This is an optimization exercise on Yosys and OpenROAD, whose aim is small area, not a production implementation. Function was checked by simulation only, so behaviour that the tests miss may differ from the original. Power and IR drop assume default switching activity.

File: flow/design.v
module snoop_responder #(
  parameter int LINE_SIZE = 512,
  parameter int ADDR_W    = 32,
  parameter int ENTRIES   = 8,
  parameter int LATENCY   = 2,
  parameter int BEAT_W    = 64
) (
  input  logic                 clk,
  input  logic                 reset,
  input  logic                 req_valid,
  output logic                 req_ready,
  input  logic [7:0]           req_op,
  input  logic [ADDR_W-1:0]    req_addr,
  input  logic                 pl_valid,
  output logic                 pl_ready,
  input  logic [ADDR_W-1:0]    pl_addr,
  input  logic [1:0]           pl_state,
  input  logic [LINE_SIZE-1:0] pl_data,
  output logic                 rsp_valid,
  output logic [1:0]           rsp_snoop,
  output logic                 data_valid,
  output logic [BEAT_W-1:0]    data_beat,
  output logic                 data_last
);
  localparam int OFF_W  = $clog2(LINE_SIZE / 8);
  localparam int TAG_W  = ADDR_W - OFF_W;
  localparam int IDX_W  = $clog2(ENTRIES);
  localparam int BEATS  = LINE_SIZE / BEAT_W;
  localparam int BCNT_W = (BEATS > 1) ? $clog2(BEATS) : 1;
  localparam int LCNT_W = (LATENCY > 1) ? $clog2(LATENCY) : 1;
  localparam logic [BCNT_W-1:0] LAST_BEAT = BCNT_W'(BEATS - 1);
  localparam logic [LCNT_W-1:0] LAT_END   = LCNT_W'((LATENCY > 1) ? LATENCY - 2 : 0);
  localparam logic [1:0] MESI_I = 2'b00;
  localparam logic [1:0] MESI_S = 2'b01;
  localparam logic [1:0] MESI_M = 2'b11;
  localparam logic [7:0] OP_READ = 8'h01;
  localparam logic [7:0] OP_RFO  = 8'h03;
  localparam logic [7:0] OP_INV  = 8'h04;
  localparam logic [1:0] SNP_MISS = 2'b00;
  localparam logic [1:0] SNP_HIT  = 2'b01;
  localparam logic [1:0] SNP_HITM = 2'b10;
  typedef enum logic [1:0] {IDLE = 2'd0, WAIT = 2'd1, RESP = 2'd2, DATA = 2'd3} state_t;
  state_t state, state_nxt;
  logic [ENTRIES-1:0]   ent_vld;
  logic [1:0]           ent_mesi [ENTRIES];
  logic [TAG_W-1:0]     ent_tag  [ENTRIES];
  logic [LINE_SIZE-1:0] ent_dat  [ENTRIES];
  logic [IDX_W-1:0]     rr_ptr;
  logic [7:0]           lat_op;
  logic                 lat_hit;
  logic [IDX_W-1:0]     lat_idx;
  logic [1:0]           lat_snoop;
  logic [LINE_SIZE-1:0] lat_line;
  logic [LCNT_W-1:0]    lat_cnt;
  logic [BCNT_W-1:0]    beat_cnt;
  logic [TAG_W-1:0] req_tag, pl_tag;
  logic             req_hit, pl_hit;
  logic [IDX_W-1:0] req_idx, pl_idx;
  logic             req_acc, pl_acc, snoop_op;
  logic [1:0]       snoop_lkp;
  logic             unused_off;
  assign req_tag    = req_addr[ADDR_W-1:OFF_W];
  assign pl_tag     = pl_addr[ADDR_W-1:OFF_W];
  assign unused_off = ^{req_addr[OFF_W-1:0], pl_addr[OFF_W-1:0]};
  assign req_acc    = req_valid && req_ready;
  assign pl_acc     = pl_valid && pl_ready;
  assign snoop_op   = (req_op == OP_READ) || (req_op == OP_RFO) || (req_op == OP_INV);
  always_comb begin
    req_hit = 1'b0;
    req_idx = '0;
    pl_hit  = 1'b0;
    pl_idx  = '0;
    for (int i = 0; i < ENTRIES; i++) begin
      if (ent_vld[i] && ent_tag[i] == req_tag) begin
        req_hit = 1'b1;
        req_idx = IDX_W'(i);
      end
      if (ent_vld[i] && ent_tag[i] == pl_tag) begin
        pl_hit = 1'b1;
        pl_idx = IDX_W'(i);
      end
    end
  end
  always_comb begin
    snoop_lkp = SNP_MISS;
    if (req_hit && snoop_op && ent_mesi[req_idx] != MESI_I)
      snoop_lkp = (ent_mesi[req_idx] == MESI_M) ? SNP_HITM : SNP_HIT;
  end
  always_ff @(posedge clk) begin
    if (reset) state <= IDLE;
    else       state <= state_nxt;
  end
  always_comb begin
    state_nxt = state;
    case (state)
      IDLE:    if (req_acc) state_nxt = (LATENCY == 1) ? RESP : WAIT;
      WAIT:    if (lat_cnt == LAT_END) state_nxt = RESP;
      RESP:    state_nxt = (lat_snoop == SNP_HITM) ? DATA : IDLE;
      DATA:    if (beat_cnt == LAST_BEAT) state_nxt = IDLE;
      default: state_nxt = IDLE;
    endcase
  end
  always_comb begin
    pl_ready   = (state == IDLE) && !reset;
    req_ready  = (state == IDLE) && !reset && !pl_valid;
    rsp_valid  = (state == RESP);
    rsp_snoop  = (state == RESP) ? lat_snoop : 2'b00;
    data_valid = (state == DATA);
    data_beat  = (state == DATA) ? lat_line[BEAT_W-1:0] : '0;
    data_last  = (state == DATA) && (beat_cnt == LAST_BEAT);
  end
  always_ff @(posedge clk) begin
    if (reset) begin
      ent_vld   <= '0;
      rr_ptr    <= '0;
      lat_op    <= '0;
      lat_hit   <= 1'b0;
      lat_idx   <= '0;
      lat_snoop <= SNP_MISS;
      lat_cnt   <= '0;
      beat_cnt  <= '0;
    end else begin
      if (pl_acc) begin
        if (pl_hit) begin
          if (pl_state == MESI_I) begin
            ent_vld[pl_idx] <= 1'b0;
          end else begin
            ent_mesi[pl_idx] <= pl_state;
            ent_dat[pl_idx]  <= pl_data;
          end
        end else if (pl_state != MESI_I) begin
          ent_vld[rr_ptr]  <= 1'b1;
          ent_tag[rr_ptr]  <= pl_tag;
          ent_mesi[rr_ptr] <= pl_state;
          ent_dat[rr_ptr]  <= pl_data;
          rr_ptr           <= rr_ptr + IDX_W'(1);
        end
      end
      if (req_acc) begin
        lat_op    <= req_op;
        lat_hit   <= req_hit;
        lat_idx   <= req_idx;
        lat_snoop <= snoop_lkp;
        lat_line  <= ent_dat[req_idx];
        lat_cnt   <= '0;
        beat_cnt  <= '0;
      end
      if (state == WAIT) lat_cnt <= lat_cnt + LCNT_W'(1);
      if (state == RESP && lat_hit) begin
        if (lat_op == OP_READ)                        ent_mesi[lat_idx] <= MESI_S;
        else if (lat_op == OP_RFO || lat_op == OP_INV) ent_vld[lat_idx]  <= 1'b0;
      end
      if (state == DATA) begin
        beat_cnt <= beat_cnt + BCNT_W'(1);
        lat_line <= lat_line >> BEAT_W;
      end
    end
  end
endmodule
File: flow/run.sh
#!/bin/bash
# synth_recipe.tcl (not shown) runs the flow's synth.tcl, then flattens the netlist and writes it again
# the make line also repeats each setting of config.mk as NAME=value (left out here)
make -C /OpenROAD-flow-scripts/flow DESIGN_CONFIG=/design/flow/config.mk WORK_HOME=/design/flow/orfs CLKGATE_MAP_FILE= SYNTH_SCRIPT=/design/flow/synth_recipe.tcl finish
File: flow/config.mk
export PLATFORM = sky130hd
export DESIGN_NAME = snoop_responder
export DESIGN_NICKNAME = snoop_responder
export VERILOG_FILES = /design/flow/design.v
export SDC_FILE = /design/flow/constraint.sdc
export NUM_CORES = 4
export LEC_CHECK = 0
export CAP_MARGIN = 20
export CORE_MARGIN = 2
export CORE_UTILIZATION = 45
export SLEW_MARGIN = 20
File: flow/constraint.sdc
create_clock -name core_clock -period 5.0 [get_ports {clk}]
set_input_delay 1.0000 -clock core_clock [delete_from_list [all_inputs] [get_ports {clk}]]
set_output_delay 1.0000 -clock core_clock [all_outputs]
set_load 0.01 [all_outputs]
==> metrics.md, run 1 <==
| Metric | Value |
|---|---|
| Chain of cells forming the critical path | `buf_4 > nand2_1 > inv_8 > clkdlybuf4s50_1` |
| Max transition margin | `41.4%` |
| Clock latency on the worst-skew pair | `1.05 ns` |
| First-pass iteration count of the detailed router | `6` |
| Count of endpoints failing setup in the final report | `0` |
| Skew final | `0.0551 ns` |
| Yosys warns | `1` |
| Level count of the clock H-tree | `6` |
| Floorplan die height | `657 um` |
| Horizontal die dimension | `657 um` |
| Pin count of the biggest net entering global routing | `90` |
| Buffers & Inverters on Critical Path | `3` |
| Worst VDD drop | `0.000351 V` |
| Area growth from synthesis to layout | `22.2%` |
| Total chip power | `85.1 mW` |
| Cell at the root of the clock tree | `sky130_fd_sc_hd__clkbuf_16` |
| Starting DRC count in detailed routing | `13728` |
| Met2 Usage GRT | `44.9%` |
| Std-Cell Core Area | `0.424 sq mm` |
| Final slew viol count | `0` |
| Count of maximum capacitance violations | `0` |
| Cell count after placement | `21408` |
| Net count after synthesis | `15145` |
| Half-perimeter wire length after detailed placement | `416000 um` |
| Vias in the first global route | `121589` |
| Worst endpoint required time | `4.00 ns` |
| Final-layout worst hold slack | `0.459 ns` |
| Area of all placed cells without fillers | `0.235 sq mm` |
| Critical Path Max Stage Delay | `0.63 ns` |
| Post-synthesis cell type count | `66` |
| Max Buffers Root-to-Sink | `4` |
| Synth Instances | `14542` |
| Routability cong. | `0.921` |
| Worst slew pin tran | `0.867 ns` |
| NumNets Final | `16871` |
| Async set-or-reset flop fraction in the synthesized netlist | `0%` |
| Post-layout min period | `4.54 ns` |
| TritonCTS clock tree | `yes` |
| Number of gates resized after cts | `0` |
| Start-to-end type of the worst setup path | `flip-flop to output port` |
| Number of hold buffers added after cts | `0` |
| Instance area at placement | `0.219 sq mm` |
| Total routing resource utilization after global routing | `27.6%` |
| Number of top-level pins | `661` |
| Sort of element at the end of the critical path | `output port` |
| Final Worst Setup Slack | `0.465 ns` |
| GRT busiest layer | `met2` |
| DR vias | `127145` |
| Arrival time at the worst endpoint | `3.54 ns` |
| Count of standard-cell rows | `239` |
| Pre-CTS setup slack | `-0.487 ns` |
| Final core utilization | `55.4%` |
| TritonCTS sink count | `4863` |
| Setup repair after global routing missed its margin | `no` |
| Portion of the post-synthesis area used by sequential elements | `75.8%` |
| Worst hold path class | `flip-flop to flip-flop` |
| Main synth FF type | `sky130_fd_sc_hd__edfxtp_1` |
| Highest attainable clock frequency | `220 MHz` |
| Post-DR vias/cell | `5.67` |
| Final ANT Viol Nets | `0` |
| DRT Wirelength | `611000 um` |
| Final routed wire length divided by cell count | `27.3 um` |
| Die outline area | `0.432 sq mm` |
| Global Route met1 Usage | `37.3%` |
| DRC Markers | `0` |
| Power per cell area | `362 mW/mm^2` |
| Syn avg cell area | `13.2 sq um` |
| CP max FO | `71` |
| Setup fix buffers added after clock tree synthesis | `0` |
| Count of flip-flops with a built-in enable after synthesis | `4832` |
| Family with the most delay on the worst path | `buffers and inverters` |
| Crit path max-delay cell type | `sky130_fd_sc_hd__clkdlybuf4s50_1` |
| Kind of start point of the critical path | `flip-flop` |
| Global-route wire length before repair | `872000 um` |
| Final cell count without fillers | `22430` |
| Starting Density | `45.3%` |
| Total negative setup slack | `0 ns` |
| Post-Syn Area | `0.192 sq mm` |
| Number of buffers created by CTS | `521` |
| Leakage | `82.2 nW` |
| Initial antenna violation count | `205` |
| Final global-route overflow total | `0` |
| Layout cells sized above 1 | `13.3%` |
| Period utilisation layout | `90.7%` |
| #FFs+latches synth | `4863` |
| Number of endpoints with negative hold slack in the final report | `0` |
| Status | `finished clean` |
| Number of buffers added on ports | `648` |
| Layout filler cell count | `34093` |
| Met3 Use GR | `4.60%` |
| Clock slew seen by the registers of the worst setup and hold paths | `0.06 ns` |
## cell type report
class	instances	area, sq um	area share [%]
inverter	17	93.8	0.0400
multi-input combinational	8734	42300	18.0
sequential	4863	146000	62.0
clock buffer	678	14000	5.95
tap	5663	7090	3.02
antenna	102	255	0.109
clock inverter	242	1950	0.830
timing repair buffer	2131	23600	10.0
## registers in the layout (all words and copies together) (netlist names)
| name | flops |
|---|---|
| beat_cnt | 3 |
| lat_cnt | 1 |
| state | 2 |
| lat_idx | 3 |
| lat_hit | 1 |
| ent_tag | 208 |
| ent_mesi | 16 |
| ent_vld | 8 |
| lat_line | 512 |
| lat_snoop | 2 |
| lat_op | 8 |
| rr_ptr | 3 |
| ent_dat | 4096 |
## routing by layer
layer | wire length, um | share of wire [%]
met5 | 553 | 0.090
met4 | 24700 | 4.0
met3 | 48500 | 7.9
met2 | 293000 | 48
met1 | 244000 | 40
## cell families (layout without fill, tap and decap cells)
| logic type | Yosys count | in the layout | synth area share, % |
|---|---|---|---|
| other | 0 | 102 | 0 |
| flip-flops | 4863 | 4863 | 75.8 |
| multiplexers | 4 | 4 | 0.0208 |
| AND/OR/NAND/NOR | 7246 | 7246 | 16.1 |
| buffers and inverters | 945 | 3068 | 2.30 |
| AO/OA/AOI/OAI | 1044 | 1044 | 3.69 |
| XOR/XNOR | 427 | 427 | 1.95 |
| adder cells (fa/ha/maj) | 13 | 13 | 0.0846 |
## path summary, 6_finish.rpt
check | to | start | slack, ns | cells after the start
worst max-delay path | data_valid | state[0] | 0.46 | 4
worst min-delay path | lat_op[6] | lat_op[6] | 0.46 | 2
worst max register to register | lat_line[466] | ent_tag[5][4] | 0.74 | 15
worst min register to register | lat_op[6] | lat_op[6] | 0.46 | 2
## worst min-delay path, delay by kind of cell, from the launching register on
family / cells / cell delay [ns]
DFF: 1 / 0.31
AOI/OAI and AO/OA: 1 / 0.05
and+or+nand+nor: 1 / 0.05
## synth_stat cells (all sizes together), types with 30 or more instances
cell type	count	area [sq um]
o21ai	519	2600
nand4	135	845
nand2	4659	17500
nor3	30	155
dfxtp	31	621
xnor2	262	2290
nor2	59	221
nand3	2129	10700
a32oi	448	3920
clkbuf	481	1810
and3	71	444
nor4	73	484
edfxtp	4832	145000
buf	447	2560
xor2	165	1450
## report_power, final
| group | leakage [nW] | total, mW | internal [mW] | switching (mW) |
|---|---|---|---|---|
| combinational | 30.6 | 3.00 | 1.18 | 1.82 |
| sequential | 43.8 | 45.6 | 45.3 | 0.219 |
| clock | 7.74 | 36.6 | 20.8 | 15.8 |
| total | 82.2 | 85.1 | 67.3 | 17.8 |
## placed cells by master (no fill, tap or decap), types with 11 or more instances in the layout
cell type / count
sky130_fd_sc_hd__a21oi_1: 22
sky130_fd_sc_hd__a32oi_1: 448
sky130_fd_sc_hd__and3_1: 70
sky130_fd_sc_hd__buf_12: 474
sky130_fd_sc_hd__buf_4: 1009
sky130_fd_sc_hd__bufinv_16: 20
sky130_fd_sc_hd__clkbuf_1: 139
sky130_fd_sc_hd__clkbuf_16: 536
sky130_fd_sc_hd__clkdlybuf4s50_1: 648
sky130_fd_sc_hd__clkinv_1: 115
sky130_fd_sc_hd__clkinv_2: 55
sky130_fd_sc_hd__clkinv_8: 13
sky130_fd_sc_hd__clkinvlp_4: 13
sky130_fd_sc_hd__dfxtp_1: 29
sky130_fd_sc_hd__diode_2: 102
sky130_fd_sc_hd__edfxtp_1: 4832
sky130_fd_sc_hd__ha_1: 13
sky130_fd_sc_hd__inv_6: 19
sky130_fd_sc_hd__nand2_1: 4657
sky130_fd_sc_hd__nand3_1: 2128
sky130_fd_sc_hd__nand4_1: 135
sky130_fd_sc_hd__nor2_1: 53
sky130_fd_sc_hd__nor3_1: 29
sky130_fd_sc_hd__nor4_1: 61
sky130_fd_sc_hd__nor4_2: 11
sky130_fd_sc_hd__o21ai_0: 24
sky130_fd_sc_hd__o21ai_1: 495
sky130_fd_sc_hd__or4_1: 29
sky130_fd_sc_hd__xnor2_1: 251
sky130_fd_sc_hd__xnor2_2: 11
sky130_fd_sc_hd__xor2_1: 165
==> run 2: changes to the inputs <==
==> flow/design.v (replaced) <==
module snoop_responder #(
  parameter int LINE_SIZE = 512,
  parameter int ADDR_W    = 32,
  parameter int ENTRIES   = 8,
  parameter int LATENCY   = 2,
  parameter int BEAT_W    = 64
) (
  input  logic                 clk,
  input  logic                 reset,
  input  logic                 req_valid,
  output logic                 req_ready,
  input  logic [7:0]           req_op,
  input  logic [ADDR_W-1:0]    req_addr,
  input  logic                 pl_valid,
  output logic                 pl_ready,
  input  logic [ADDR_W-1:0]    pl_addr,
  input  logic [1:0]           pl_state,
  input  logic [LINE_SIZE-1:0] pl_data,
  output logic                 rsp_valid,
  output logic [1:0]           rsp_snoop,
  output logic                 data_valid,
  output logic [BEAT_W-1:0]    data_beat,
  output logic                 data_last
);
  localparam int OFF_W = 6;
  localparam int TAG_W = ADDR_W - OFF_W;
  localparam int BEATS = LINE_SIZE / BEAT_W;
  logic [1:0]           ent_mesi [ENTRIES];
  logic [TAG_W-1:0]     ent_tag  [ENTRIES];
  logic [LINE_SIZE-1:0] ent_dat  [ENTRIES];
  logic [2:0]           rr_ptr;
  logic [3:0]           ph;
  logic [2:0]           lat_idx;
  logic [1:0]           lat_snoop;
  logic                 lat_rd, lat_inv;
  logic idle;
  logic [TAG_W-1:0] lk_tag;
  logic [ENTRIES-1:0] hit, we;
  logic any_hit;
  logic [2:0] hit_idx;
  logic req_acc, pl_acc;
  logic hit_m, hit_se;
  logic is_rd, is_inv;
  assign idle    = (ph == 4'b0000);
  assign lk_tag  = pl_valid ? pl_addr[ADDR_W-1:OFF_W] : req_addr[ADDR_W-1:OFF_W];
  assign req_acc = req_valid && req_ready;
  assign pl_acc  = pl_valid && pl_ready;
  assign is_rd   = (req_op == 8'h01);
  assign is_inv  = (req_op == 8'h03) || (req_op == 8'h04);
  always_comb begin
    any_hit = 1'b0;
    hit_idx = '0;
    hit_m   = 1'b0;
    for (int i = 0; i < ENTRIES; i++) begin
      hit[i] = (ent_mesi[i] != 2'b00) && (ent_tag[i] == lk_tag);
      if (hit[i]) begin
        hit_idx = 3'(i);
        hit_m   = (ent_mesi[i] == 2'b11);
      end
    end
    any_hit = |hit;
  end
  always_comb begin
    for (int i = 0; i < ENTRIES; i++)
      we[i] = pl_acc && (hit[i] || (!any_hit && pl_state != 2'b00 && rr_ptr == 3'(i)));
  end
  always_comb begin
    pl_ready   = idle && !reset;
    req_ready  = idle && !reset && !pl_valid;
    rsp_valid  = (ph == 4'b0010);
    rsp_snoop  = (ph == 4'b0010) ? lat_snoop : 2'b00;
    data_valid = ph[3];
    data_last  = (ph == 4'b1111);
  end
  always_comb begin
    data_beat = '0;
    for (int e = 0; e < ENTRIES; e++)
      for (int k = 0; k < BEATS; k++)
        if (ph[3] && lat_idx == 3'(e) && ph[2:0] == 3'(k))
          data_beat = data_beat | ent_dat[e][k*BEAT_W +: BEAT_W];
  end
  always_ff @(posedge clk) begin
    if (reset) begin
      ph     <= 4'b0000;
      rr_ptr <= '0;
      for (int i = 0; i < ENTRIES; i++) ent_mesi[i] <= 2'b00;
    end else begin
      case (ph)
        4'b0000: if (req_acc) ph <= 4'b0001;
        4'b0001: ph <= 4'b0010;
        4'b0010: ph <= (lat_snoop == 2'b10) ? 4'b1000 : 4'b0000;
        default: ph <= (ph == 4'b1111) ? 4'b0000 : ph + 4'd1;
      endcase
      if (pl_acc && !any_hit && pl_state != 2'b00) rr_ptr <= rr_ptr + 3'd1;
      for (int i = 0; i < ENTRIES; i++) begin
        if (we[i]) ent_mesi[i] <= pl_state;
        if (ph == 4'b0010 && lat_idx == 3'(i)) begin
          if (lat_rd)  ent_mesi[i] <= 2'b01;
          if (lat_inv) ent_mesi[i] <= 2'b00;
        end
      end
    end
  end
  always_ff @(posedge clk) begin
    for (int i = 0; i < ENTRIES; i++) begin
      if (we[i]) begin
        ent_tag[i] <= lk_tag;
        ent_dat[i] <= pl_data;
      end
    end
    if (req_acc) begin
      lat_idx   <= hit_idx;
      lat_rd    <= any_hit && is_rd;
      lat_inv   <= any_hit && is_inv;
      lat_snoop <= (any_hit && (is_rd || is_inv)) ? (hit_m ? 2'b10 : 2'b01) : 2'b00;
    end
  end
endmodule
==> metrics.md, run 2 <==
| Metric | Value |
|---|---|
| Setup repair after global routing missed its margin | `yes` |
| Internal reg-to-reg setup slack | `1.37 ns` |
| Horizontal die dimension | `593 um` |
| Final Worst Setup Slack | `-0.0683 ns` |
| Clock power share | `42.1%` |
| Fraction of synthesized cell area taken by the top area cell type | `83.0%` |
| Starting Density | `45.1%` |
| Register ranked first by flip-flop count | `ent_dat` |
| Worst hold stages | `2` |
| Post-DR vias/cell | `6.99` |
| Leakage | `61.9 nW` |
| Worst VDD drop | `0.000337 V` |
| Register cell area after layout | `0.130 sq mm` |
| Hold worst-path end | `ent_mesi[0][1]` |
| Count of flip-flops with a built-in enable after synthesis | `4311` |
| Cell count of the worst reg-to-reg path | `11` |
| Vias in the first global route | `93451` |
| Post-layout min period | `5.07 ns` |
| Most frequent cells in the layout | `sky130_fd_sc_hd__edfxtp_1, sky130_fd_sc_hd__a22o_1, sky130_fd_sc_hd__a221oi_1` |
| Final slew viol count | `0` |
| Worst hold path class | `flip-flop to flip-flop` |
| Pre-CTS setup slack | `-0.0276 ns` |
| Int Pwr | `60.1 mW` |
| DRC Markers | `0` |
| Final core utilization | `56.1%` |
| Portion of the post-synthesis area used by sequential elements | `83.3%` |
| Post-Syn Area | `0.156 sq mm` |
| Net count after synthesis | `8362` |
| Power per cell area | `394 mW/mm^2` |
| Most area-hungry cell type in the Yosys netlist | `sky130_fd_sc_hd__edfxtp_1` |
| Sort of element at the end of the critical path | `output port` |
| Count of maximum capacitance violations | `0` |
| First-pass iteration count of the detailed router | `5` |
| Clock latency on the worst-skew pair | `1.02 ns` |
| Synth Instances | `7760` |
| Highest attainable clock frequency | `197 MHz` |
| Final cell count without fillers | `14273` |
| Switching pwr | `16.4 mW` |
| Instance area at placement | `0.175 sq mm` |
| Layout filler cell count | `25547` |
| Arrival time at the worst endpoint | `4.07 ns` |
| Max Buffers Root-to-Sink | `4` |
| Cell count after placement | `13170` |
| Global-route wire length before repair | `841000 um` |
| Period utilisation layout | `101%` |
| Switching part of the total | `21.4%` |
| Yosys warns | `4` |
| Status | `failed layout checks` |
| Total routing resource utilization after global routing | `35.5%` |
| Most frequent standard cell in the layout excluding fill and tap cells | `sky130_fd_sc_hd__edfxtp_1` |
| Total chip power | `76.5 mW` |
| Final ANT Viol Nets | `0` |
| Total negative setup slack | `-0.252 ns` |
| Kind of start point of the critical path | `flip-flop` |
| Initial antenna violation count | `159` |
| TritonCTS clock tree | `yes` |
| Critical path startpoint | `lat_idx[0]` |
| Number of buffers created by CTS | `427` |
| Leading registers by flop count | `ent_dat x4096, ent_tag x208, ent_mesi x16` |
| Count of endpoints failing setup in the final report | `11` |
| NumNets Final | `9847` |
| Syn avg cell area | `20.1 sq um` |
| Floorplan die height | `593 um` |
| Level count of the clock H-tree | `5` |
| Capture instance of the worst register-to-register path | `ent_dat[0][156]` |
| Std-Cell Core Area | `0.346 sq mm` |
| #FFs+latches synth | `4334` |
| DRT Wirelength | `638000 um` |
| Blocking Checks | `negative setup slack` |
| Number of buffers added on ports | `648` |
| Clock slew seen by the registers of the worst setup and hold paths | `0.06 ns` |
| Area growth from synthesis to layout | `24.4%` |
| Dominant cells by area after synthesis | `sky130_fd_sc_hd__edfxtp_1, sky130_fd_sc_hd__a221oi_1, sky130_fd_sc_hd__a22o_1` |
| Final routed wire length divided by cell count | `44.7 um` |
| Reg power frac | `53.7%` |
| Async set-or-reset flop fraction in the synthesized netlist | `0%` |
| Origin of the critical flop-to-flop path | `ph[0]` |
| Starting DRC count in detailed routing | `17521` |
| Die outline area | `0.351 sq mm` |
| Number of flip-flops under the largest register name | `4096` |
| Skew final | `0.0704 ns` |
| Number of top-level pins | `661` |
| Most frequent cell after synthesis | `sky130_fd_sc_hd__edfxtp_1` |
| Count of standard-cell rows | `216` |
| Routability cong. | `0.876` |
| Final-layout worst hold slack | `0.512 ns` |
| Cell at the root of the clock tree | `sky130_fd_sc_hd__clkbuf_16` |
| Main synth FF type | `sky130_fd_sc_hd__edfxtp_1` |
| Post-synthesis cell type count | `57` |
| Start-to-end type of the worst setup path | `flip-flop to output port` |
| Final global-route overflow total | `0` |
| Half-perimeter wire length after detailed placement | `351000 um` |
| Layout cells sized above 1 | `19.7%` |
| Combinational share of power | `4.2%` |
| Number of endpoints with negative hold slack in the final report | `0` |
| Max transition margin | `45.7%` |
| TritonCTS sink count | `4334` |
| Area of all placed cells without fillers | `0.194 sq mm` |
| CP max FO | `8` |
| Area of the multi-input gates | `0.0268 sq mm` |
| Worst endpoint required time | `4.00 ns` |
| DR vias | `99707` |
| Synth cell count leaders | `sky130_fd_sc_hd__edfxtp_1, sky130_fd_sc_hd__a221oi_1, sky130_fd_sc_hd__a22o_1, sky130_fd_sc_hd__clkbuf_1, sky130_fd_sc_hd__nand4_1` |
| HP Start | `ent_mesi[0][1]` |
| Worst slew pin tran | `0.812 ns` |
| Number of hold buffers added after cts | `0` |
| Pin count of the biggest net entering global routing | `98` |
## run 2: changes by cell type in the layout (fill, tap and decap cells not counted), moves of 97 or more
| cell | before | now |
|---|---|---|
| sky130_fd_sc_hd__nand2_1 | 4657 | 31 |
| sky130_fd_sc_hd__buf_4 | 1009 | 397 |
| sky130_fd_sc_hd__xor2_1 | 165 | 0 |
| sky130_fd_sc_hd__nand3_1 | 2128 | 27 |
| sky130_fd_sc_hd__a221oi_2 | 0 | 231 |
| sky130_fd_sc_hd__nand4_1 | 135 | 275 |
| sky130_fd_sc_hd__a22o_1 | 0 | 950 |
| sky130_fd_sc_hd__buf_12 | 474 | 278 |
| sky130_fd_sc_hd__edfxtp_1 | 4832 | 4311 |
| sky130_fd_sc_hd__a32oi_1 | 448 | 0 |
| sky130_fd_sc_hd__a221oi_1 | 0 | 720 |
| sky130_fd_sc_hd__a22oi_1 | 3 | 147 |
| sky130_fd_sc_hd__clkbuf_16 | 536 | 439 |
| sky130_fd_sc_hd__o21ai_1 | 495 | 1 |
## run 2: how the worst max path moves through the flow
stage / end / slack, ns
4_1_cts: data_beat[54] / -0.15
6_report: data_beat[34] / -0.07
2_1_floorplan: ent_dat[5][0] / -6.42
3_3_place_gp: ent_tag[5][1] / -0.04
5_1_grt: data_beat[50] / -0.09
3_5_place_dp: ent_tag[5][6] / -0.03
## run 2: cell type report
cell class              count  area share, %
diodes                    105          0.135
clock buffers             509           5.73
clock inverters           265           1.37
inverters                  39         0.0896
multi-input cells        2986           13.8
flip-flops and latches   4334           67.0
well taps                4578           2.95
repair buffers           1457           8.94
## run 2: metal layers
layer,share of wire [%],global-route usage [%]
met1,34,46.5
met2,45,52.9
met3,15,11.1
met4,6.1,19.2
met5,0.10,0
## run 2: timing repair
action / in CTS / in global routing
gates cloned: 31 / 6
hold endpoints to repair: 0 / 0
pin swaps: 113 / 50
resized for setup: 558 / 129
buffers inserted: 163 / 27
endpoints found under the setup margin: 64 / 64
## run 2: cell families after synthesis
family	Yosys count	synth area share, %
simple gates	625	2.29
fa+ha+maj	12	0.0962
flops	4334	83.3
xor+xnor	209	1.17
compound gates	2100	11.6
mux	40	0.465
buf+inv	440	1.07
## run 2: power by group through the flow
stage	combinational [mW]	sequential, mW	clock, mW
2_1_floorplan	0.861	42.2	0
3_3_place_gp	2.98	41.8	0
3_5_place_dp	3.01	41.9	0
4_1_cts	3.10	41.1	32.1
5_1_grt	3.30	41.1	33.5
6_report	3.21	41.1	32.2
## run 2: critical path, cell delays in order, from the launching register on
cell and delay, ns:
sky130_fd_sc_hd__edfxtp_1 0.43, sky130_fd_sc_hd__buf_12 0.17, sky130_fd_sc_hd__nor2b_2 0.20, sky130_fd_sc_hd__nand3_2 0.13, sky130_fd_sc_hd__buf_12 0.18, sky130_fd_sc_hd__nor2_4 0.57
sky130_fd_sc_hd__buf_12 0.23, sky130_fd_sc_hd__buf_4 0.23, sky130_fd_sc_hd__buf_4 0.16, sky130_fd_sc_hd__a22oi_1 0.06, sky130_fd_sc_hd__nand4_1 0.16, sky130_fd_sc_hd__nor4_4 0.06
sky130_fd_sc_hd__nand2_2 0.16, sky130_fd_sc_hd__dlygate4sd2_1 0.30
==> run 3: changes to the inputs <==
==> flow/design.v (replaced) <==
module snoop_responder #(
  parameter int LINE_SIZE = 512,
  parameter int ADDR_W    = 32,
  parameter int ENTRIES   = 8,
  parameter int LATENCY   = 2,
  parameter int BEAT_W    = 64
) (
  input  logic                 clk,
  input  logic                 reset,
  input  logic                 req_valid,
  output logic                 req_ready,
  input  logic [7:0]           req_op,
  input  logic [ADDR_W-1:0]    req_addr,
  input  logic                 pl_valid,
  output logic                 pl_ready,
  input  logic [ADDR_W-1:0]    pl_addr,
  input  logic [1:0]           pl_state,
  input  logic [LINE_SIZE-1:0] pl_data,
  output logic                 rsp_valid,
  output logic [1:0]           rsp_snoop,
  output logic                 data_valid,
  output logic [BEAT_W-1:0]    data_beat,
  output logic                 data_last
);
  localparam int OFF_W = 6;
  localparam int TAG_W = ADDR_W - OFF_W;
  localparam int BEATS = LINE_SIZE / BEAT_W;
  logic [1:0]           ent_mesi [ENTRIES];
  logic [TAG_W-1:0]     ent_tag  [ENTRIES];
  logic [LINE_SIZE-1:0] ent_dat  [ENTRIES];
  logic [2:0]           rr_ptr;
  logic                 st_wait, st_resp, st_dv, st_last;
  logic [BEATS-1:0]     nb;
  logic [BEAT_W-1:0]    beat_q;
  logic [ENTRIES-1:0]   lat_sel;      
  logic                 lat_rd;       
  logic                 lat_hs, lat_hm;   
  logic idle;
  logic [TAG_W-1:0] lk_tag;
  logic [ENTRIES-1:0] hit, we;
  logic any_hit, hit_m;
  logic req_acc, pl_acc, alloc;
  logic is_rd, is_snp;
  logic [BEATS-1:0] nbg;
  logic [BEAT_W-1:0] beat_d;
  assign idle    = !(st_wait || st_resp || st_dv);
  assign lk_tag  = pl_valid ? pl_addr[ADDR_W-1:OFF_W] : req_addr[ADDR_W-1:OFF_W];
  assign req_acc = req_valid && req_ready;
  assign pl_acc  = pl_valid && pl_ready;
  assign is_rd   = (req_op == 8'h01);
  assign is_snp  = is_rd || (req_op == 8'h03) || (req_op == 8'h04);
  always_comb begin
    hit_m = 1'b0;
    for (int i = 0; i < ENTRIES; i++) begin
      hit[i] = (ent_mesi[i] != 2'b00) && (ent_tag[i] == lk_tag);
      if (hit[i] && ent_mesi[i] == 2'b11) hit_m = 1'b1;
    end
    any_hit = |hit;
  end
  assign alloc = pl_acc && !any_hit && (pl_state != 2'b00);
  always_comb begin
    for (int i = 0; i < ENTRIES; i++)
      we[i] = (pl_acc && hit[i]) || (alloc && rr_ptr == 3'(i));
  end
  always_comb begin
    pl_ready   = idle && !reset;
    req_ready  = idle && !reset && !pl_valid;
    rsp_valid  = st_resp;
    rsp_snoop  = {st_resp && lat_hm, st_resp && lat_hs};
    data_valid = st_dv;
    data_last  = st_last;
    data_beat  = beat_q;
  end
  assign nbg = reset ? '0 : nb;
  always_comb begin
    beat_d = '0;
    for (int e = 0; e < ENTRIES; e++)
      for (int k = 0; k < BEATS; k++)
        if (lat_sel[e] && nbg[k])
          beat_d = beat_d | ent_dat[e][k*BEAT_W +: BEAT_W];
  end
  always_ff @(posedge clk) begin
    beat_q <= beat_d;
    if (reset) begin
      st_wait <= 1'b0;
      st_resp <= 1'b0;
      st_dv   <= 1'b0;
      st_last <= 1'b0;
      nb      <= '0;
      rr_ptr  <= '0;
      for (int i = 0; i < ENTRIES; i++) ent_mesi[i] <= 2'b00;
    end else begin
      st_wait <= req_acc;
      st_resp <= st_wait;
      st_dv   <= |nb;
      st_last <= nb[BEATS-1];
      nb      <= {nb[BEATS-2:0], st_wait && lat_hm};
      if (alloc) rr_ptr <= rr_ptr + 3'd1;
      for (int i = 0; i < ENTRIES; i++) begin
        if (we[i]) ent_mesi[i] <= pl_state;
        if (st_resp && lat_sel[i]) ent_mesi[i] <= lat_rd ? 2'b01 : 2'b00;
      end
    end
  end
  always_ff @(posedge clk) begin
    for (int i = 0; i < ENTRIES; i++) begin
      if (we[i]) begin
        ent_tag[i] <= lk_tag;
        ent_dat[i] <= pl_data;
      end
    end
    if (req_acc) begin
      lat_sel <= is_snp ? hit : '0;
      lat_rd  <= is_rd;
      lat_hs  <= is_snp && any_hit && !hit_m;
      lat_hm  <= is_snp && hit_m;
    end
  end
endmodule
--- a/flow/config.mk
+++ b/flow/config.mk
@@ -9,3 +9,6 @@
 export CORE_MARGIN = 2
-export CORE_UTILIZATION = 45
+export CORE_UTILIZATION = 70
+export CTS_BUF_LIST = sky130_fd_sc_hd__clkbuf_16
+export CTS_CLUSTER_DIAMETER = 80
+export CTS_CLUSTER_SIZE = 24
 export SLEW_MARGIN = 20
==> metrics.md, run 3 <==
| Metric | Value |
|---|---|
| Status | `finished clean` |
| Worst hold path class | `flip-flop to flip-flop` |
| Vias in the first global route | `91456` |
| Start-to-end type of the worst setup path | `input port to flip-flop` |
| Critical Path Max Stage Delay | `0.51 ns` |
| Leading registers by flop count | `ent_dat x4096, ent_tag x208, beat_q x64` |
| Count of maximum capacitance violations | `0` |
| Area growth from synthesis to layout | `13.2%` |
| Half-perimeter wire length after detailed placement | `324000 um` |
| Count of flip-flops with a built-in enable after synthesis | `4315` |
| Cell at the root of the clock tree | `sky130_fd_sc_hd__clkbuf_16` |
| Horizontal die dimension | `479 um` |
| Skew final | `0.0366 ns` |
| CP max FO | `61` |
| Pin count of the biggest net entering global routing | `81` |
| Number of gates resized after cts | `0` |
| NumNets Final | `9286` |
| Final routed wire length divided by cell count | `46.3 um` |
| HP Start | `lat_hm` |
| Worst endpoint required time | `5.53 ns` |
| Syn avg cell area | `20.2 sq um` |
| Capture instance of the worst register-to-register path | `ent_dat[5][332]` |
| Count of standard-cell rows | `174` |
| Power per cell area | `346 mW/mm^2` |
| Number of buffers created by CTS | `202` |
| Post-Syn Area | `0.158 sq mm` |
| Sort of element at the end of the critical path | `flip-flop` |
| TritonCTS clock tree | `yes` |
| Internal reg-to-reg setup slack | `1.30 ns` |
| Post-layout min period | `4.26 ns` |
| Number of hold buffers added after cts | `0` |
| Most frequent standard cell in the layout excluding fill and tap cells | `sky130_fd_sc_hd__edfxtp_1` |
| Synth cell count leaders | `sky130_fd_sc_hd__edfxtp_1, sky130_fd_sc_hd__a221oi_1, sky130_fd_sc_hd__a22o_1, sky130_fd_sc_hd__clkbuf_1, sky130_fd_sc_hd__nand4_1` |
| Max transition margin | `16.6%` |
| Highest metal layer with signal wires | `met5` |
| Hold worst-path end | `nb[0]` |
| Clock slew seen by the registers of the worst setup and hold paths | `0.09 ns` |
| Initial antenna violation count | `137` |
| Main synth FF type | `sky130_fd_sc_hd__edfxtp_1` |
| Async set-or-reset flop fraction in the synthesized netlist | `0%` |
| Synth Instances | `7821` |
| Level count of the clock H-tree | `4` |
| Yosys warns | `4` |
| Final slew viol count | `0` |
| Layout cells sized above 1 | `9.27%` |
| First-pass iteration count of the detailed router | `8` |
| Routed met3 length | `102000 um` |
| Crit path max-delay cell type | `sky130_fd_sc_hd__nor4_1` |
| Portion of the post-synthesis area used by sequential elements | `83.4%` |
| Period utilisation layout | `85.3%` |
| Final global-route overflow total | `0` |
| Worst VDD drop | `0.000446 V` |
| #FFs+latches synth | `4410` |
| Final cell count without fillers | `11934` |
| Origin of the critical flop-to-flop path | `ent_mesi[3][1]` |
| Leakage | `56.1 nW` |
| Floorplan die height | `479 um` |
| Final ANT Viol Nets | `0` |
| Number of endpoints with negative hold slack in the final report | `0` |
| Setup fix buffers added after clock tree synthesis | `0` |
| Routability cong. | `0.931` |
| Fraction of synthesized cell area taken by the top area cell type | `82.2%` |
| Std-Cell Core Area | `0.224 sq mm` |
| Met1 Wirelength | `169000 um` |
| Cell count of the worst reg-to-reg path | `9` |
| Worst hold stages | `1` |
| Global-route wire length before repair | `751000 um` |
| Register ranked first by flip-flop count | `ent_dat` |
| DR vias | `96919` |
| Total routing resource utilization after global routing | `48.2%` |
| Routed length on met2 | `241000 um` |
| Number of top-level pins | `661` |
| Starting DRC count in detailed routing | `21015` |
| Most area-hungry cell type in the Yosys netlist | `sky130_fd_sc_hd__edfxtp_1` |
| Most frequent cells in the layout | `sky130_fd_sc_hd__edfxtp_1, sky130_fd_sc_hd__a221oi_1, sky130_fd_sc_hd__a22o_1` |
| Post-DR vias/cell | `8.12` |
| Cell count after placement | `11478` |
| Buffers & Inverters on Critical Path | `7` |
| Kind of start point of the critical path | `input port` |
| Area of all placed cells without fillers | `0.179 sq mm` |
| Number of flip-flops under the largest register name | `4096` |
| Worst slew pin tran | `1.25 ns` |
| Family with the most delay on the worst path | `buffers and inverters` |
| Setup repair after global routing missed its margin | `no` |
| Net count after synthesis | `8417` |
| Starting Density | `70.3%` |
| Dominant cells by area after synthesis | `sky130_fd_sc_hd__edfxtp_1, sky130_fd_sc_hd__a221oi_1, sky130_fd_sc_hd__a22o_1` |
| DRT Wirelength | `553000 um` |
| Chain of cells forming the critical path | `buf_4 > buf_12 > mux2i_4 > buf_4 > xnor2_1 > nor4_1 > nand4_1 > buf_4 > nor3_1 > a31oi_4 > clkinvlp_4 > buf_12 > buf_12` |
| Number of buffers added on ports | `648` |
| Post-synthesis cell type count | `47` |
| TritonCTS sink count | `4410` |
| Clock latency on the worst-skew pair | `0.91 ns` |
| Layout filler cell count | `11416` |
| DRC Markers | `0` |
| Highest attainable clock frequency | `235 MHz` |
| Arrival time at the worst endpoint | `4.80 ns` |
| Most frequent cell after synthesis | `sky130_fd_sc_hd__edfxtp_1` |
| Instance area at placement | `0.172 sq mm` |
| Max Buffers Root-to-Sink | `3` |
| Count of endpoints failing setup in the final report | `0` |
| Die outline area | `0.229 sq mm` |
==> run 3: cell types whose count changed in the layout (fill, tap and decap cells not counted), sizes merged, moves of 45 or more <==
cell | previous run | this run
nor2 | 100 | 31
inv | 47 | 165
a22o | 951 | 1012
dfxtp | 23 | 95
a22oi | 147 | 24
clkbuf | 525 | 210
and2 | 7 | 71
clkdlybuf4s50 | 583 | 647
bufinv | 45 | 0
buf | 814 | 486
a221oi | 951 | 1014
clkinv | 193 | 4
==> run 3: stage by stage <==
| step | setup TNS, ns | utilization [%] | hold slack (ns) | setup WS [ns] | total power, mW |
|---|---|---|---|---|---|
| after detailed placement | -1.34 | 76.8 | 0.474 | -0.0318 | 43.8 |
| after floorplan | - | - | 0.439 | -6.44 | 42.4 |
| after global placement | 0 | 76.8 | 0.472 | 0.0209 | 43.8 |
| after CTS | 0 | 79.4 | 0.498 | 0.887 | 61.4 |
| after global routing | 0 | 79.5 | 0.524 | 0.634 | 62.8 |
| final | 0 | 79.5 | 0.499 | 0.736 | 61.7 |
==> run 3: how the worst max path moves through the flow <==
stage / from / end / slack, ns / depth (start not counted)
final: pl_valid / ent_dat[7][17] / 0.74 / 13
after CTS: pl_valid / ent_dat[7][17] / 0.89 / 13
after global placement: pl_valid / ent_dat[7][81] / 0.02 / 13
after floorplan: pl_valid / ent_dat[4][0] / -6.44 / 10
after global routing: pl_valid / ent_dat[7][17] / 0.63 / 13
after detailed placement: pl_valid / ent_dat[7][17] / -0.03 / 13
==> run 3: cell families after synthesis <==
group,count (synthesis),synth area share [%]
flops,4410,83.4
compound gates,2079,11.5
simple gates,572,2.22
buf+inv,505,1.22
xor+xnor,209,1.16
mux,40,0.460
fa+ha+maj,6,0.0476
==> run 3: layout make-up <==
cell class	instances	area, sq um	share of cell area, %
antenna	109	273	0.153
clock buffer	210	5260	2.94
clock inverter	137	586	0.328
inverter	37	158	0.0883
multi-input combinational	2906	24500	13.7
sequential	4410	131000	73.6
tap	2992	3740	2.10
timing repair buffer	1133	12500	7.01
==> run 3: layer usage <==
layer	vias up	track usage [%]
li1	35525	-
met1	48063	65.3
met2	11093	69.0
met3	2154	16.5
met4	84	28.4
met5	-	0.207
==> run 3: where the power goes <==
group	total, mW	internal (mW)	switching [mW]
logic	2.04	0.711	1.33
registers	41.0	40.9	0.115
clock network	18.7	7.64	11.0
==> run 4: changes to the inputs <==
--- a/flow/config.mk
+++ b/flow/config.mk
@@ -9,6 +9,6 @@
 export CORE_MARGIN = 2
-export CORE_UTILIZATION = 70
+export CORE_UTILIZATION = 60
 export CTS_BUF_LIST = sky130_fd_sc_hd__clkbuf_16
-export CTS_CLUSTER_DIAMETER = 80
-export CTS_CLUSTER_SIZE = 24
+export CTS_CLUSTER_DIAMETER = 70
+export CTS_CLUSTER_SIZE = 18
 export SLEW_MARGIN = 20
==> metrics.md, run 4 <==
| Metric | Value |
|---|---|
| Met3 Use GR | `11.7%` |
| Syn avg cell area | `20.2 sq um` |
| Cell count after placement | `12075` |
| Capture instance of the worst register-to-register path | `ent_dat[4][479]` |
| Worst hold stages | `1` |
| Layout cells sized above 1 | `11.0%` |
| Worst VDD drop | `0.000390 V` |
| Area growth from synthesis to layout | `15.7%` |
| Starting DRC count in detailed routing | `17869` |
| Number of gates resized after cts | `0` |
| Net count after synthesis | `8417` |
| Most frequent standard cell in the layout excluding fill and tap cells | `sky130_fd_sc_hd__edfxtp_1` |
| Most area-hungry cell type in the Yosys netlist | `sky130_fd_sc_hd__edfxtp_1` |
| Final slew viol count | `0` |
| Initial antenna violation count | `129` |
| Setup repair after global routing missed its margin | `no` |
| Arrival time at the worst endpoint | `2.98 ns` |
| Power per cell area | `363 mW/mm^2` |
| Number of buffers added on ports | `648` |
| Kind of start point of the critical path | `input port` |
| Die outline area | `0.267 sq mm` |
| Pre-CTS setup slack | `0.114 ns` |
| Most frequent cell after synthesis | `sky130_fd_sc_hd__edfxtp_1` |
| Hold worst-path end | `nb[0]` |
| Final ANT Viol Nets | `0` |
| Count of endpoints failing setup in the final report | `0` |
| DRT Wirelength | `576000 um` |
| TritonCTS clock tree | `yes` |
| Yosys warns | `4` |
| NumNets Final | `9456` |
| Final routed wire length divided by cell count | `45.5 um` |
| #FFs+latches synth | `4410` |
| Worst endpoint required time | `4.00 ns` |
| Max Buffers Root-to-Sink | `4` |
| GRT busiest layer | `met2` |
| Starting Density | `60.2%` |
| Cell at the root of the clock tree | `sky130_fd_sc_hd__clkbuf_16` |
| Register ranked first by flip-flop count | `ent_dat` |
| Global-route wire length before repair | `772000 um` |
| DRC Markers | `0` |
| First-pass iteration count of the detailed router | `6` |
| Floorplan die height | `517 um` |
| Synth cell count leaders | `sky130_fd_sc_hd__edfxtp_1, sky130_fd_sc_hd__a221oi_1, sky130_fd_sc_hd__a22o_1, sky130_fd_sc_hd__clkbuf_1, sky130_fd_sc_hd__nand4_1` |
| Routability cong. | `0.883` |
| Skew final | `0.0516 ns` |
| Max transition margin | `16.0%` |
| Internal reg-to-reg setup slack | `1.44 ns` |
| DR vias | `96165` |
| Register cell area after layout | `0.131 sq mm` |
| Leakage | `57.9 nW` |
| Instance area at placement | `0.174 sq mm` |
| Number of flip-flops under the largest register name | `4096` |
| Worst hold path class | `flip-flop to flip-flop` |
| Sort of element at the end of the critical path | `output port` |
| Final cell count without fillers | `12645` |
| Cell count of the worst reg-to-reg path | `11` |
| Pin count of the biggest net entering global routing | `56` |
| Clock slew seen by the registers of the worst setup and hold paths | `0.07 ns` |
| Clock latency on the worst-skew pair | `0.97 ns` |
| Portion of the post-synthesis area used by sequential elements | `83.4%` |
| Async set-or-reset flop fraction in the synthesized netlist | `0%` |
| Leading registers by flop count | `ent_dat x4096, ent_tag x208, beat_q x64` |
| Final global-route overflow total | `0` |
| Worst slew pin tran | `1.26 ns` |
| Status | `finished clean` |
| Met2 Usage GRT | `63.7%` |
| Fraction of synthesized cell area taken by the top area cell type | `82.2%` |
| Number of hold buffers added after cts | `0` |
| Count of flip-flops with a built-in enable after synthesis | `4315` |
| TritonCTS sink count | `4410` |
| Total negative setup slack | `0 ns` |
| Std-Cell Core Area | `0.262 sq mm` |
| Most frequent cells in the layout | `sky130_fd_sc_hd__edfxtp_1, sky130_fd_sc_hd__a221oi_1, sky130_fd_sc_hd__a22o_1` |
| Area of the multi-input gates | `0.0245 sq mm` |
| Final core utilization | `69.7%` |
| Origin of the critical flop-to-flop path | `ent_tag[2][22]` |
| Highest attainable clock frequency | `251 MHz` |
| Setup fix buffers added after clock tree synthesis | `0` |
| Number of top-level pins | `661` |
| Level count of the clock H-tree | `5` |
| Post-layout min period | `3.98 ns` |
| Area of all placed cells without fillers | `0.182 sq mm` |
| Half-perimeter wire length after detailed placement | `338000 um` |
| Start-to-end type of the worst setup path | `input port to output port` |
| Global Route met1 Usage | `59.2%` |
| Horizontal die dimension | `517 um` |
| Number of endpoints with negative hold slack in the final report | `0` |
| Main synth FF type | `sky130_fd_sc_hd__edfxtp_1` |
| Dominant cells by area after synthesis | `sky130_fd_sc_hd__edfxtp_1, sky130_fd_sc_hd__a221oi_1, sky130_fd_sc_hd__a22o_1` |
| Number of buffers created by CTS | `298` |
| Count of maximum capacitance violations | `0` |
| Period utilisation layout | `79.7%` |
| Final Worst Setup Slack | `1.02 ns` |
| Vias in the first global route | `90606` |
| Post-synthesis cell type count | `47` |
| Total routing resource utilization after global routing | `42.9%` |
| Layout filler cell count | `16469` |
| Synth Instances | `7821` |
| HP Start | `lat_hm` |
| Post-Syn Area | `0.158 sq mm` |
| Post-DR vias/cell | `7.60` |
| CP max FO | `10` |
| Count of standard-cell rows | `188` |
## run 4: cell counts after synthesis
No cell type changed its count.
## run 4: critical path, cell delays in order
cell	delay, ns
sky130_fd_sc_hd__clkdlybuf4s50_1	0.69
sky130_fd_sc_hd__nor4_2	0.50
sky130_fd_sc_hd__nor2b_1	0.24
sky130_fd_sc_hd__clkdlybuf4s50_1	0.56
## run 4: worst max-delay path by stage
stage                     cells past startpoint         from               to  slack, ns
after global routing                          4        reset        req_ready       0.84
after floorplan                              10     pl_valid    ent_dat[4][0]      -6.44
after global placement                       14  pl_addr[17]   ent_tag[5][24]       0.13
final                                         4        reset        req_ready       1.02
after detailed placement                     14  pl_addr[17]  ent_dat[4][338]       0.11
after CTS                                     4        reset        req_ready       0.99
## run 4: kinds of logic after synthesis
logic type	Yosys count	synth area share, %
muxes	40	0.460
xor gates and xnor gates	209	1.16
buffers and inverters	505	1.22
DFF	4410	83.4
AOI/OAI and AO/OA	2079	11.5
and+or+nand+nor	572	2.22
adders and majority gates	6	0.0476
## run 4: power breakdown
part	switching [mW]	internal, mW	total [mW]
clock network	12.1	11.1	23.2
logic	1.34	0.710	2.05
registers	0.112	40.9	41.0
## run 4: metal layers
layer / wire length (um) / up-vias / part of all wire [%]
li1: - / 35942 / -
met1: 200000 / 49571 / 35
met2: 258000 / 8861 / 45
met3: 83900 / 1681 / 15
met4: 33800 / 110 / 5.9
met5: 714 / - / 0.12
## run 4: final cells by class
cell class                      count  share of cell area (%)
Clock inverter                    181                   0.462
Tap cell                         3515                    2.41
Multi-Input combinational cell   2906                    13.5
Timing Repair Buffer             1207                    7.24
Inverter                           37                  0.0864
Sequential cell                  4410                    72.1
Clock buffer                      302                    4.14
Antenna cell                       87                   0.119
## run 4: per-stage QoR
| step | power, mW | hold WS [ns] |
|---|---|---|
| final | 66.2 | 0.480 |
| after global routing | 67.5 | 0.507 |
| after CTS | 66.1 | 0.485 |
| after detailed placement | 43.9 | 0.463 |
| after global placement | 43.8 | 0.466 |
| after floorplan | 42.4 | 0.439 |
==> run 5: changes to the inputs <==
==> flow/flow/run.sh (new file) <==
#!/bin/bash
# Own layout flow: the standard flow (standard.sh), with two changes made through ORFS's
# own variables:
#  * every input and output port still gets a buffer, but the smallest one (buf_1) instead of
#    the delay buffer buffer_ports picks by default;
#  * clock tree synthesis clusters up to 24 sinks per clkbuf_16 leaf buffer and inserts no
#    dummy loads.
# The full output of make (and so of every tool it runs) goes to standard_make.log; ORFS also
# keeps each step's log under orfs/logs/.
set -euo pipefail
cd "$(dirname "$0")/.."
export BUFFER_PORTS_ARGS="-buffer_cell sky130_fd_sc_hd__buf_1"
export CTS_ARGS="-sink_clustering_enable -repair_clock_nets -sink_clustering_size 24 -sink_clustering_max_diameter 80 -buf_list sky130_fd_sc_hd__clkbuf_16 -dont_use_dummy_load"
bash standard.sh > standard_make.log 2>&1
==> flow/standard.sh (new file) <==
#!/bin/bash
# synth_recipe.tcl (not shown) runs the flow's synth.tcl, then flattens the netlist and writes it again
# the make line also repeats each setting of config.mk as NAME=value (left out here)
make -C /OpenROAD-flow-scripts/flow DESIGN_CONFIG=/design/flow/config.mk WORK_HOME=/design/flow/orfs CLKGATE_MAP_FILE= SYNTH_SCRIPT=/design/flow/synth_recipe.tcl "${@:-finish}"
--- a/flow/config.mk
+++ b/flow/config.mk
@@ -9,6 +9,3 @@
 export CORE_MARGIN = 2
-export CORE_UTILIZATION = 60
-export CTS_BUF_LIST = sky130_fd_sc_hd__clkbuf_16
-export CTS_CLUSTER_DIAMETER = 70
-export CTS_CLUSTER_SIZE = 18
+export CORE_UTILIZATION = 70
 export SLEW_MARGIN = 20
removed: flow/run.sh
==> metrics.md, run 5 <==
| Metric | Value |
|---|---|
| Most frequent standard cell in the layout excluding fill and tap cells | `sky130_fd_sc_hd__edfxtp_1` |
| Post-synthesis simple-gate area fraction | `2.22%` |
| Portion of the post-synthesis area used by sequential elements | `83.4%` |
| Share of the synthesized area in compound gates (AO/OA/AOI/OAI) | `11.5%` |
| Starting Density | `70.3%` |
| Number of buffers added on ports | `648` |
| Share of synthesized cell area in full adder, half adder and majority cells | `0.0476%` |
| TritonCTS sink count | `4410` |
| DRT Wirelength | `549000 um` |
| Register ranked first by flip-flop count | `ent_dat` |
| Dominant cells by area after synthesis | `sky130_fd_sc_hd__edfxtp_1, sky130_fd_sc_hd__a221oi_1, sky130_fd_sc_hd__a22o_1` |
| Initial antenna violation count | `157` |
| Area of all placed cells without fillers | `0.174 sq mm` |
| Area growth from synthesis to layout | `10.1%` |
| TritonCTS clock tree | `yes` |
| Post-synthesis xor/xnor area fraction | `1.16%` |
| Sort of element at the end of the critical path | `flip-flop` |
| Most frequent cells in the layout | `sky130_fd_sc_hd__edfxtp_1, sky130_fd_sc_hd__a221oi_1, sky130_fd_sc_hd__a22o_1` |
| CP max FO | `52` |
| Max Buffers Root-to-Sink | `3` |
| Count of maximum capacitance violations | `0` |
| Number of endpoints with negative hold slack in the final report | `0` |
| Routed met3 length | `97900 um` |
| Fraction of synthesized cell area taken by the top area cell type | `82.2%` |
| Main synth FF type | `sky130_fd_sc_hd__edfxtp_1` |
| Number of top-level pins | `661` |
| Final routed wire length divided by cell count | `46.4 um` |
| Clock slew seen by the registers of the worst setup and hold paths | `0.09 ns` |
| Count of endpoints failing setup in the final report | `0` |
| Arrival time at the worst endpoint | `4.84 ns` |
| Most area-hungry cell type in the Yosys netlist | `sky130_fd_sc_hd__edfxtp_1` |
| Critical Path Max Stage Delay | `0.53 ns` |
| Routed length on met2 | `241000 um` |
| Multiplexer share of the synthesized area | `0.460%` |
| Worst hold path class | `input port to flip-flop` |
| Worst VDD drop | `0.000433 V` |
| Pin count of the biggest net entering global routing | `95` |
| Leakage | `53.5 nW` |
| Die outline area | `0.229 sq mm` |
| Number of gates resized after cts | `0` |
| Count of standard-cell rows | `174` |
| NumNets Final | `9296` |
| Number of hold buffers added after cts | `0` |
| Syn avg cell area | `20.2 sq um` |
| Routability cong. | `0.910` |
| Highest attainable clock frequency | `235 MHz` |
| Layout cells sized above 1 | `9.34%` |
| Highest metal layer with signal wires | `met5` |
| Number of buffers created by CTS | `202` |
| Crit path max-delay cell type | `sky130_fd_sc_hd__nor4_1` |
| Std-Cell Core Area | `0.224 sq mm` |
| Final global-route overflow total | `0` |
| Net count after synthesis | `8417` |
| Start-to-end type of the worst setup path | `input port to flip-flop` |
| Final slew viol count | `0` |
| Cell at the root of the clock tree | `sky130_fd_sc_hd__clkbuf_16` |
| Period utilisation layout | `85.1%` |
| Level count of the clock H-tree | `4` |
| Vias in the first global route | `90417` |
| Total routing resource utilization after global routing | `47.8%` |
| #FFs+latches synth | `4410` |
| Chain of cells forming the critical path | `clkbuf_4 > buf_12 > mux2i_4 > buf_4 > xnor2_1 > nor4_1 > buf_4 > nand4_1 > buf_4 > o22ai_2 > nor2_2 > a31oi_4 > clkinvlp_4 > buf_12 > buf_12` |
| Global-route wire length before repair | `743000 um` |
| Clock latency on the worst-skew pair | `0.93 ns` |
| Post-synthesis cell type count | `47` |
| Total negative setup slack | `0 ns` |
| First-pass iteration count of the detailed router | `8` |
| Final ANT Viol Nets | `0` |
| Starting DRC count in detailed routing | `19563` |
| Worst endpoint required time | `5.58 ns` |
| Skew final | `0.0729 ns` |
| Kind of start point of the critical path | `input port` |
| Post-layout min period | `4.25 ns` |
| Async set-or-reset flop fraction in the synthesized netlist | `0%` |
| Floorplan die height | `479 um` |
| Horizontal die dimension | `479 um` |
| Setup fix buffers added after clock tree synthesis | `0` |
| Status | `finished clean` |
| Met1 Wirelength | `172000 um` |
| DRC Markers | `0` |
| Post-DR vias/cell | `8.13` |
| Power per cell area | `349 mW/mm^2` |
| DR vias | `96187` |
| Setup repair after global routing missed its margin | `no` |
| Count of flip-flops with a built-in enable after synthesis | `4315` |
| Instance area at placement | `0.168 sq mm` |
| Synth Instances | `7821` |
| Leading registers by flop count | `ent_dat x4096, ent_tag x208, beat_q x64` |
| Dominant combinational cell family by area after synthesis | `compound AO/OA/AOI/OAI gates` |
| Most frequent cell after synthesis | `sky130_fd_sc_hd__edfxtp_1` |
| Max transition margin | `17.1%` |
| Worst slew pin tran | `1.24 ns` |
| Synth cell count leaders | `sky130_fd_sc_hd__edfxtp_1, sky130_fd_sc_hd__a221oi_1, sky130_fd_sc_hd__a22o_1, sky130_fd_sc_hd__clkbuf_1, sky130_fd_sc_hd__nand4_1` |
| Number of flip-flops under the largest register name | `4096` |
| Yosys warns | `4` |
| Post-Syn Area | `0.158 sq mm` |
| Half-perimeter wire length after detailed placement | `317000 um` |
-- run 5: cell type report --
type / count / area (sq um)
Sequential cell: 4410 / 131000
Antenna cell: 140 / 350
Multi-Input combinational cell: 2906 / 24500
Fill cell: 12086 / 50800
Clock buffer: 202 / 5050
Inverter: 37 / 158
Timing Repair Buffer: 1143 / 8290
Tap cell: 2992 / 3740
-- run 5: through the flow --
| stage | total power, mW | hold WS [ns] | setup WS [ns] | utilization (%) | std cells |
|---|---|---|---|---|---|
| 3_3_place_gp | 43.4 | 0.481 | -0.0660 | 74.9 | 11486 |
| 2_1_floorplan | 42.4 | 0.439 | -6.44 | - | 7821 |
| 4_1_cts | 60.3 | 0.299 | 0.871 | 77.2 | 11690 |
| 3_5_place_dp | 43.5 | 0.491 | -0.0679 | 74.9 | 11488 |
| 6_report | 60.6 | 0.340 | 0.747 | 77.4 | 11830 |
| 5_1_grt | 61.6 | 0.362 | 0.557 | 77.3 | 11761 |
-- run 5: logic make-up (layout without fill, tap and decap cells) --
family	Yosys count	after routing
flip-flops	4410	4410
buffers and inverters	505	1382
XOR/XNOR	209	209
AND/OR/NAND/NOR	572	572
other	0	140
adder cells (fa/ha/maj)	6	6
multiplexers	40	40
AO/OA/AOI/OAI	2079	2079
-- run 5: worst paths after layout --
check / to / cells after the start / from / slack (ns)
max reg2reg: ent_dat[3][89] / 12 / ent_tag[5][11] / 1.40
min: st_wait / 2 / req_valid / 0.34
max: ent_dat[7][150] / 15 / pl_valid / 0.75
min reg2reg: nb[0] / 1 / lat_hm / 0.51
-- run 5: report_power, final --
part / leakage [nW] / internal, mW / switching [mW]
combinational: 11.4 / 0.381 / 1.31
sequential: 39.7 / 40.9 / 0.114
clock: 2.49 / 7.20 / 10.7
-- run 5: worst max-delay path: cells and delay by family --
family	cells	cell delay [ns]
AO/OA/AOI/OAI	2	0.52
XOR/XNOR	1	0.10
buffers and inverters	8	1.73
multiplexers	1	0.42
AND/OR/NAND/NOR	3	0.88
-- run 5: layer usage --
metal	up-vias	global-route usage [%]
met5	-	0
met4	84	27.1
met3	2005	16.2
met2	10793	69.0
met1	47872	64.9
li1	35433	-
==> run 6: changes to the inputs <==
--- a/flow/config.mk
+++ b/flow/config.mk
@@ -7,5 +7,5 @@
 export LEC_CHECK = 0
-export CAP_MARGIN = 20
+export CAP_MARGIN = 10
 export CORE_MARGIN = 2
 export CORE_UTILIZATION = 70
-export SLEW_MARGIN = 20
+export SLEW_MARGIN = 10
==> metrics.md, run 6 <==
| Metric | Value |
|---|---|
| Number of hold buffers added after cts | `0` |
| Final-layout worst hold slack | `0.343 ns` |
| Starting Density | `70.3%` |
| Area of all placed cells without fillers | `0.174 sq mm` |
| Level count of the clock H-tree | `4` |
| Instance area at placement | `0.168 sq mm` |
| Fraction of synthesized cell area taken by the top area cell type | `82.2%` |
| Leading registers by flop count | `ent_dat x4096, ent_tag x208, beat_q x64` |
| Synth cell count leaders | `sky130_fd_sc_hd__edfxtp_1, sky130_fd_sc_hd__a221oi_1, sky130_fd_sc_hd__a22o_1, sky130_fd_sc_hd__clkbuf_1, sky130_fd_sc_hd__nand4_1` |
| GRT busiest layer | `met2` |
| Highest attainable clock frequency | `233 MHz` |
| TritonCTS clock tree | `yes` |
| Routability cong. | `0.910` |
| Layout cells sized above 1 | `9.31%` |
| Number of flip-flops under the largest register name | `4096` |
| Most area-hungry cell type in the Yosys netlist | `sky130_fd_sc_hd__edfxtp_1` |
| Horizontal die dimension | `479 um` |
| Global-route wire length before repair | `744000 um` |
| Kind of start point of the critical path | `input port` |
| Max transition margin | `10.0%` |
| #FFs+latches synth | `4410` |
| Number of gates resized after cts | `0` |
| Initial antenna violation count | `148` |
| DRC Markers | `0` |
| Count of endpoints failing setup in the final report | `0` |
| Leakage | `53.5 nW` |
| Dominant cells by area after synthesis | `sky130_fd_sc_hd__edfxtp_1, sky130_fd_sc_hd__a221oi_1, sky130_fd_sc_hd__a22o_1` |
| Worst hold path class | `input port to flip-flop` |
| Half-perimeter wire length after detailed placement | `316000 um` |
| Period utilisation layout | `85.8%` |
| Clock latency on the worst-skew pair | `0.92 ns` |
| Final global-route overflow total | `0` |
| Clock slew seen by the registers of the worst setup and hold paths | `0.09 ns` |
| Max Buffers Root-to-Sink | `3` |
| TritonCTS sink count | `4410` |
| Final slew viol count | `0` |
| Number of buffers created by CTS | `202` |
| Sort of element at the end of the critical path | `flip-flop` |
| Number of top-level pins | `661` |
| Register ranked first by flip-flop count | `ent_dat` |
| CP max FO | `56` |
| Worst endpoint required time | `5.59 ns` |
| Global Route met1 Usage | `65.4%` |
| Vias in the first global route | `90280` |
| Worst slew pin tran | `1.35 ns` |
| Clock power share | `29.5%` |
| Start-to-end type of the worst setup path | `input port to flip-flop` |
| Met3 Use GR | `15.7%` |
| Most frequent standard cell in the layout excluding fill and tap cells | `sky130_fd_sc_hd__edfxtp_1` |
| Most frequent cell after synthesis | `sky130_fd_sc_hd__edfxtp_1` |
| Post-Syn Area | `0.158 sq mm` |
| NumNets Final | `9294` |
| Std-Cell Core Area | `0.224 sq mm` |
| DRT Wirelength | `550000 um` |
| Switching part of the total | `20.0%` |
| Pre-CTS setup slack | `-0.111 ns` |
| Async set-or-reset flop fraction in the synthesized netlist | `0%` |
| Main synth FF type | `sky130_fd_sc_hd__edfxtp_1` |
| Most frequent cells in the layout | `sky130_fd_sc_hd__edfxtp_1, sky130_fd_sc_hd__a221oi_1, sky130_fd_sc_hd__a22o_1` |
| Reg power frac | `67.7%` |
| Pin count of the biggest net entering global routing | `95` |
| Starting DRC count in detailed routing | `19993` |
| Setup fix buffers added after clock tree synthesis | `0` |
| Count of maximum capacitance violations | `0` |
| Final Worst Setup Slack | `0.709 ns` |
| Yosys warns | `4` |
| Skew final | `0.0654 ns` |
| Cell at the root of the clock tree | `sky130_fd_sc_hd__clkbuf_16` |
| Power per cell area | `349 mW/mm^2` |
| Total chip power | `60.6 mW` |
| Net count after synthesis | `8417` |
| Portion of the post-synthesis area used by sequential elements | `83.4%` |
| Post-synthesis cell type count | `47` |
| Final ANT Viol Nets | `0` |
| Die outline area | `0.229 sq mm` |
| Combinational share of power | `2.8%` |
| Number of buffers added on ports | `648` |
| Synth Instances | `7821` |
| Area growth from synthesis to layout | `10.1%` |
| DR vias | `96388` |
| Arrival time at the worst endpoint | `4.89 ns` |
| Met2 Usage GRT | `68.6%` |
| Floorplan die height | `479 um` |
| Status | `finished clean` |
| First-pass iteration count of the detailed router | `8` |
| Syn avg cell area | `20.2 sq um` |
| Worst VDD drop | `0.000422 V` |
| Post-DR vias/cell | `8.15` |
| Final core utilization | `77.3%` |
| Count of flip-flops with a built-in enable after synthesis | `4315` |
| Int Pwr | `48.5 mW` |
| Switching pwr | `12.1 mW` |
| Count of standard-cell rows | `174` |
| Total routing resource utilization after global routing | `47.9%` |
| Number of endpoints with negative hold slack in the final report | `0` |
| Setup repair after global routing missed its margin | `no` |
| Post-layout min period | `4.29 ns` |
| Final routed wire length divided by cell count | `46.5 um` |
run 6: cell counts after synthesis:
No cell type changed its count.
run 6: final cells by class:
class                           instances  area [sq um]
Multi-Input combinational cell       2906         24500
Sequential cell                      4410        131000
Fill cell                           12171         50900
Timing Repair Buffer                 1141          8240
Inverter                               37           158
Clock buffer                          202          5050
Tap cell                             2992          3740
Antenna cell                          138           345
run 6: power by group through the flow:
stage | Clock [mW] | Combinational (mW) | Sequential [mW]
floorplan | 0 | 0.459 | 42.0
global placement | 0 | 1.59 | 41.8
detailed placement | 0 | 1.61 | 41.9
CTS | 17.6 | 1.62 | 41.0
global route | 18.8 | 1.72 | 41.0
finish | 17.9 | 1.69 | 41.0
run 6: path summary, 6_finish.rpt:
path | from | end | slack [ns] | cells past startpoint
worst max-delay path | pl_valid | ent_dat[4][204] | 0.71 | 14
worst min-delay path | req_valid | st_wait | 0.34 | 2
worst max register to register | ent_tag[5][11] | ent_dat[4][204] | 1.33 | 11
worst min register to register | st_wait | st_resp | 0.51 | 1
run 6: per-stage QoR:
stage / std cells / setup TNS [ns]
after global routing: 11757 / 0
after detailed placement: 11486 / -72.24
after floorplan: 7821 / -
final: 11826 / 0
after CTS: 11688 / 0
after global placement: 11486 / -20.60
run 6: logic make-up (layout without fill, tap and decap cells):
kind of cell    Yosys count  after routing  share of synthesized area [%]
flops                  4410           4410                           83.4
fa+ha+maj                 6              6                         0.0476
mux                      40             40                          0.460
xor+xnor                209            209                           1.16
compound gates         2079           2079                           11.5
simple gates            572            572                           2.22
buf+inv                 505           1380                           1.22
other cells               0            138                              0
run 6: per-layer routing:
metal | part of all wire [%] | wire length (um)
met1 | 31 | 173000
met4 | 6.9 | 38000
met3 | 18 | 97500
met5 | 0.14 | 766
met2 | 44 | 241000
run 6: worst max-delay path, stage by stage:
cell and delay [ns]:
sky130_fd_sc_hd__clkbuf_4 0.20, sky130_fd_sc_hd__buf_12 0.21, sky130_fd_sc_hd__mux2i_4 0.49, sky130_fd_sc_hd__xnor2_1 0.12
sky130_fd_sc_hd__nor4_1 0.81, sky130_fd_sc_hd__buf_4 0.23, sky130_fd_sc_hd__nand4_1 0.12, sky130_fd_sc_hd__buf_4 0.19
sky130_fd_sc_hd__nor2_2 0.21, sky130_fd_sc_hd__nor4_4 0.13, sky130_fd_sc_hd__a21boi_2 0.28, sky130_fd_sc_hd__clkinvlp_4 0.17
sky130_fd_sc_hd__buf_12 0.19, sky130_fd_sc_hd__buf_12 0.28

## separate check: timing with driven ports
No port has a modelled driver above. Below, the same layouts with a new extraction and two added sets of constraints. Step 1, drivers: a clkbuf_16 drives clk and a buf_2 each remaining input, both assumed. Step 2 also shifts input and output timing later by t, the mid clock arrival at the registers, as if the neighbouring blocks saw the same clock. Slacks: ideal / step 1 / step 2; pairs: ideal / step 1.
| run | t (ns) | setup WS [ns] |
|---|---|---|
| run 1 | 1.135 | 0.465 / 0.351 / -0.563 |
| run 2 | 1.099 | -0.068 / -0.184 / -0.046 |
| run 3 | 1.000 | 0.736 / 0.821 / -0.179 |
| run 4 | 1.044 | 1.015 / 0.994 / 0.080 |
| run 5 | 1.002 | 0.747 / 0.822 / -0.181 |
| run 6 | 0.994 | 0.709 / 0.787 / -0.208 |
With both steps, setup timing fails in run 1, run 3, run 5 and run 6, where it was met with ideal ports.
